Background: an optimization exercise with open tools, aiming at small area, a short achievable clock period and few clock cycles per item. Do not read the settings as production practice. Only simulation tests tie the RTL to the original design; equivalence was not proved. Power is estimated from default activity; no workload was simulated.

## the reference run
==> flow/design.v <==
package lpm_pkg;
  localparam logic CMD_LOOKUP = 1'b0;
  localparam logic CMD_WRITE  = 1'b1;
  typedef struct packed {
    logic        cmd;
    logic [3:0]  entry_index;
    logic        entry_valid;
    logic [31:0] entry_prefix;
    logic [31:0] entry_mask;
    logic [31:0] entry_gateway;
    logic [3:0]  entry_port;
    logic [31:0] lookup_addr;
  } in_item_t;
  typedef struct packed {
    logic        hit;
    logic [3:0]  match_index;
    logic [31:0] match_mask;
    logic [31:0] match_gateway;
    logic [3:0]  match_port;
  } out_item_t;
  typedef struct packed {
    logic      valid;
    in_item_t  item;
    out_item_t best;
  } lpm_flow_t;
endpackage
module lpm_cell (
  input  logic        clk_i,
  input  logic        rst_ni,
  input  logic        wr_i,
  input  logic        wr_valid_i,
  input  logic [31:0] wr_prefix_i,
  input  logic [31:0] wr_mask_i,
  input  logic [31:0] wr_gw_i,
  input  logic [3:0]  wr_port_i,
  input  logic [31:0] addr_i,
  output logic        match_o,
  output logic [31:0] mask_o,
  output logic [31:0] gw_o,
  output logic [3:0]  port_o
);
  logic        valid_q;
  logic [31:0] pm_q;
  always_ff @(posedge clk_i or negedge rst_ni) begin
    if (!rst_ni) begin
      valid_q <= 1'b0;
    end else if (wr_i) begin
      valid_q <= wr_valid_i;
    end
  end
  always_ff @(posedge clk_i) begin
    if (wr_i) begin
      pm_q   <= wr_prefix_i & wr_mask_i;
      mask_o <= wr_mask_i;
      gw_o   <= wr_gw_i;
      port_o <= wr_port_i;
    end
  end
  assign match_o = valid_q && (((addr_i & mask_o) ^ pm_q) == 32'd0);
endmodule
module lpm_cmp (
  input  logic [31:0] a_i,
  input  logic [31:0] b_i,
  input  logic        cin_i,
  output logic        ge_o
);
  logic [31:0] g0, p0;
  logic [15:0] g1, p1;
  logic [7:0]  g2, p2;
  logic [3:0]  g3, p3;
  logic [1:0]  g4, p4;
  logic        g5, p5;
  assign g0 = a_i & ~b_i;
  assign p0 = a_i | ~b_i;
  for (genvar k = 0; k < 16; k++) begin : g_l1
    assign g1[k] = g0[2*k+1] | (p0[2*k+1] & g0[2*k]);
    assign p1[k] = p0[2*k+1] & p0[2*k];
  end
  for (genvar k = 0; k < 8; k++) begin : g_l2
    assign g2[k] = g1[2*k+1] | (p1[2*k+1] & g1[2*k]);
    assign p2[k] = p1[2*k+1] & p1[2*k];
  end
  for (genvar k = 0; k < 4; k++) begin : g_l3
    assign g3[k] = g2[2*k+1] | (p2[2*k+1] & g2[2*k]);
    assign p3[k] = p2[2*k+1] & p2[2*k];
  end
  for (genvar k = 0; k < 2; k++) begin : g_l4
    assign g4[k] = g3[2*k+1] | (p3[2*k+1] & g3[2*k]);
    assign p4[k] = p3[2*k+1] & p3[2*k];
  end
  assign g5 = g4[1] | (p4[1] & g4[0]);
  assign p5 = p4[1] & p4[0];
  assign ge_o = g5 | (p5 & cin_i);
endmodule
module longest_prefix_match_lookup #(
  parameter int TABLE_ENTRIES = 16,
  parameter int PORT_COUNT    = 16
) (
  input  logic               clk_i,
  input  logic               rst_ni,
  input  logic               in_valid_i,
  output logic               in_stall_o,
  input  logic [137:0]       in_item_i,
  output logic               out_valid_o,
  input  logic               out_stall_i,
  output logic [72:0]        out_item_o
);
  localparam int N = TABLE_ENTRIES;
  lpm_pkg::in_item_t in;
  logic         adv;
  logic         acc;
  logic         in_wr;
  logic         in_lookup;
  assign in  = in_item_i;
  assign acc = adv && in_valid_i;
  assign in_wr = acc && (in.cmd == lpm_pkg::CMD_WRITE) &&
      (!in.entry_valid || (32'(in.entry_port) < PORT_COUNT));
  assign in_lookup = acc && (in.cmd == lpm_pkg::CMD_LOOKUP);
  logic [N-1:0] pw_sel;
  logic [3:0]  pw_idx;
  logic        pw_valid;
  logic [31:0] pw_prefix;
  logic [31:0] pw_mask;
  logic [31:0] pw_gw;
  logic [3:0]  pw_port;
  always_ff @(posedge clk_i or negedge rst_ni) begin
    if (!rst_ni) begin
      pw_sel <= '0;
    end else if (adv) begin
      for (int g = 0; g < N; g++) begin
        pw_sel[g] <= in_wr && (32'(in.entry_index) == g);
      end
    end
  end
  always_ff @(posedge clk_i) begin
    if (adv) begin
      pw_idx    <= in.entry_index;
      pw_valid  <= in.entry_valid;
      pw_prefix <= in.entry_prefix;
      pw_mask   <= in.entry_mask;
      pw_gw     <= in.entry_gateway;
      pw_port   <= in.entry_port;
    end
  end
  logic [N-1:0] wr_slot;
  logic [N-1:0] match;
  logic [31:0] mask [N];
  logic [31:0] gw   [N];
  logic [3:0]  port [N];
  for (genvar g = 0; g < N; g++) begin : g_slot
    assign wr_slot[g] = adv && pw_sel[g];
    lpm_cell u_cell (
      .clk_i       (clk_i),
      .rst_ni      (rst_ni),
      .wr_i        (wr_slot[g]),
      .wr_valid_i  (pw_valid),
      .wr_prefix_i (pw_prefix),
      .wr_mask_i   (pw_mask),
      .wr_gw_i     (pw_gw),
      .wr_port_i   (pw_port),
      .addr_i      (in.lookup_addr),
      .match_o     (match[g]),
      .mask_o      (mask[g]),
      .gw_o        (gw[g]),
      .port_o      (port[g])
    );
  end
  logic         pw_match;
  logic [N-1:0] match_fw;
  assign pw_match = pw_valid &&
      (((in.lookup_addr ^ pw_prefix) & pw_mask) == 32'd0);
  for (genvar g = 0; g < N; g++) begin : g_fw
    assign match_fw[g] = pw_sel[g] ? pw_match : match[g];
  end
  logic         s1_v;
  logic [N-1:0] s1_match;
  always_ff @(posedge clk_i or negedge rst_ni) begin
    if (!rst_ni) begin
      s1_v <= 1'b0;
    end else if (adv) begin
      s1_v <= acc;
    end
  end
  always_ff @(posedge clk_i) begin
    if (adv) begin
      s1_match <= in_lookup ? match_fw : '0;
    end
  end
  logic [N-1:0] cmp;
  logic         prio_q [N][N];
  for (genvar j = 0; j < N; j++) begin : g_cmp
    lpm_cmp u_cmp (
      .a_i   (pw_mask),
      .b_i   (mask[j]),
      .cin_i (32'(pw_idx) < j),
      .ge_o  (cmp[j])
    );
  end
  logic [N-1:0] pc_slot_q;
  logic [N-1:0] pc_cmp_q;
  always_ff @(posedge clk_i or negedge rst_ni) begin
    if (!rst_ni) begin
      pc_slot_q <= '0;
    end else if (adv) begin
      pc_slot_q <= pw_sel;
    end
  end
  always_ff @(posedge clk_i) begin
    if (adv) begin
      pc_cmp_q <= cmp;
    end
  end
  for (genvar i = 0; i < N; i++) begin : g_pi
    for (genvar j = i + 1; j < N; j++) begin : g_pj
      always_ff @(posedge clk_i) begin
        if (pc_slot_q[i]) begin
          prio_q[i][j] <= pc_cmp_q[j];
        end else if (pc_slot_q[j]) begin
          prio_q[i][j] <= !pc_cmp_q[i];
        end
      end
    end
  end
  logic [N-1:0] beats [N];
  for (genvar i = 0; i < N; i++) begin : g_bi
    for (genvar j = 0; j < N; j++) begin : g_bj
      if (i < j) begin : g_lo
        assign beats[i][j] = pc_slot_q[i] ? pc_cmp_q[j] :
                             pc_slot_q[j] ? !pc_cmp_q[i] : prio_q[i][j];
      end else if (i > j) begin : g_hi
        assign beats[i][j] = !beats[j][i];
      end else begin : g_eq
        assign beats[i][j] = 1'b1;
      end
    end
  end
  logic [N-1:0] win;
  for (genvar i = 0; i < N; i++) begin : g_win
    assign win[i] = s1_match[i] && ((~s1_match | beats[i]) == '1);
  end
  logic         s2_v;
  logic [N-1:0] s2_win;
  always_ff @(posedge clk_i or negedge rst_ni) begin
    if (!rst_ni) begin
      s2_v <= 1'b0;
    end else if (adv) begin
      s2_v <= s1_v;
    end
  end
  always_ff @(posedge clk_i) begin
    if (adv) begin
      s2_win <= win;
    end
  end
  lpm_pkg::out_item_t res;
  always_comb begin
    res = '0;
    for (int i = 0; i < N; i++) begin
      if (s2_win[i]) begin
        res.match_index   = res.match_index | 4'(i);
        res.match_mask    = res.match_mask | mask[i];
        res.match_gateway = res.match_gateway | gw[i];
        res.match_port    = res.match_port | port[i];
      end
    end
    res.hit = |s2_win;
  end
  logic      out_v_q;
  lpm_pkg::out_item_t out_q;
  assign adv = !(out_v_q && out_stall_i);
  always_ff @(posedge clk_i or negedge rst_ni) begin
    if (!rst_ni) begin
      out_v_q <= 1'b0;
    end else if (adv) begin
      out_v_q <= s2_v;
    end
  end
  always_ff @(posedge clk_i) begin
    if (adv) begin
      out_q <= res;
    end
  end
  assign in_stall_o  = !adv;
  assign out_valid_o = out_v_q;
  assign out_item_o  = out_q;
endmodule
export LEC_CHECK = 0
export ABC_AREA = 1
export CAP_MARGIN = 30
export CORE_MARGIN = 2
export CORE_UTILIZATION = 40
export CTS_CLUSTER_DIAMETER = 80
export CTS_CLUSTER_SIZE = 30
export SETUP_SLACK_MARGIN = 2.6
export SLEW_MARGIN = 30
export TNS_END_PERCENT = 20
create_clock -name core_clock -period 5.0 [get_ports {clk_i}]
standard.sh (not shown) runs the stock make flow with config.mk's settings and CLKGATE_MAP_FILE= SYNTH_SCRIPT=/design/flow/synth_recipe.tcl, a recipe that flattens the netlist after the stock synthesis.
==> flow/flow/run.sh <==
#!/bin/bash
# The standard layout (standard synthesis and ORFS steps unchanged), except
# that the input and output port buffers are buf_4 cells instead of the delay
# cells buffer_ports picks by default. make's full output goes to
# flow_standard.log in the work folder; ORFS keeps each step's log under orfs/logs.
set -euo pipefail
cd "$(dirname "$0")/.."
bash standard.sh "BUFFER_PORTS_ARGS=-buffer_cell sky130_fd_sc_hd__buf_4" finish > flow_standard.log 2>&1
Testbench counts of the reference run, summed over its fixed seeds: cycles 24,160, items 24,128.
Inputs modified between the reference run and the trial run:
-- flow/design.v --
<<< the reference run, line 117
      (!in.entry_valid || (32'(in.entry_port) < PORT_COUNT));
  assign in_lookup = acc && (in.cmd == lpm_pkg::CMD_LOOKUP);
  logic [N-1:0] pw_sel;
  logic [3:0]  pw_idx;
  logic        pw_valid;
>>> the trial run, line 117
      (!in.entry_valid || (32'(in.entry_port) < PORT_COUNT));
  assign in_lookup = acc && (in.cmd == lpm_pkg::CMD_LOOKUP);
  logic        pw_v;
  logic [3:0]  pw_idx;
  logic        pw_valid;
<<< the reference run, line 126
  always_ff @(posedge clk_i or negedge rst_ni) begin
    if (!rst_ni) begin
      pw_sel <= '0;
    end else if (adv) begin
      for (int g = 0; g < N; g++) begin
        pw_sel[g] <= in_wr && (32'(in.entry_index) == g);
      end
    end
  end
>>> the trial run, line 126
  always_ff @(posedge clk_i or negedge rst_ni) begin
    if (!rst_ni) begin
      pw_v <= 1'b0;
    end else if (adv) begin
      pw_v <= in_wr;
    end
  end
<<< the reference run, line 143
    end
  end
  logic [N-1:0] wr_slot;
  logic [N-1:0] match;
>>> the trial run, line 141
    end
  end
  logic [N-1:0] pw_sel;
  logic [N-1:0] wr_slot;
  logic [N-1:0] match;
<<< the reference run, line 149
  logic [3:0]  port [N];
  for (genvar g = 0; g < N; g++) begin : g_slot
    assign wr_slot[g] = adv && pw_sel[g];
    lpm_cell u_cell (
>>> the trial run, line 148
  logic [3:0]  port [N];
  for (genvar g = 0; g < N; g++) begin : g_slot
    assign pw_sel[g]  = pw_v && (32'(pw_idx) == g);
    assign wr_slot[g] = adv && pw_sel[g];
    lpm_cell u_cell (
Results
For number of clock-tree buffers in the layout, dividing the value from the reference run by the value from the trial run gives 0.950. The reference run reports its end point of the critical path as out_q[56] while the trial run reports pc_cmp_q[14]. Summary: with the reference run as the reference, number of inserted filler cells in the final layout in the trial run moved down slightly. Synthesized cell count delta (the trial run -> the reference run): insignificant. Taking the reference run as the reference, in the trial run share of the final layout cell area in multi-input gates held steady, power shows an increase of about 1.6%, post-synthesis compound-gate area fraction lost 0.37 points, overall via count from detail_route now sits higher. In the trial run, the non-clock buffer count came out 21 above the value in the reference run. [the trial run] share of the clock period used by the worst path rose 1.2 points relative to the reference run. In terms of final instance count without filler cells, the reference run and the trial run differ only marginally. Total power per unit cell area was higher in the trial run than in the reference run.
Testbench counts of the trial run, summed over its fixed seeds: cycles 24,160, items 24,128.

[what the ideal ports hide]
In the flow no input, the clock included, has a driving cell. The finished layouts below were timed again as built, in two steps. Step 1: set_driving_cell puts a clkbuf_16 on clk_i and a buf_2 on each other input, an assumption about the parent block. Step 2 moves the port delays by t, midway between the first and last clock arrival at a register: inputs arrive t later, outputs are due t later. That takes back most of the time a late clock gives input paths. Three values: ideal ports, drivers, drivers and shift; two values: the first two.
| run | t (ns) | setup WS [ns] | slew at the worst register clock pin (ns) | worst slew at a driven data input, ns | pins driven straight from the clock port |
|---|---|---|---|---|---|
| the reference run | 0.925 | 2.300 / 2.300 / 1.501 | 0.12 / 0.12 | 0.11 | 1 |
| the trial run | 0.939 | 2.240 / 2.240 / 1.505 | 0.11 / 0.11 | 0.12 | 1 |
After both steps setup and hold are still met in every run listed. The setup slack of the reference run, which loses most, moves by 0.000 ns with the drivers and by -0.799 ns with both steps.
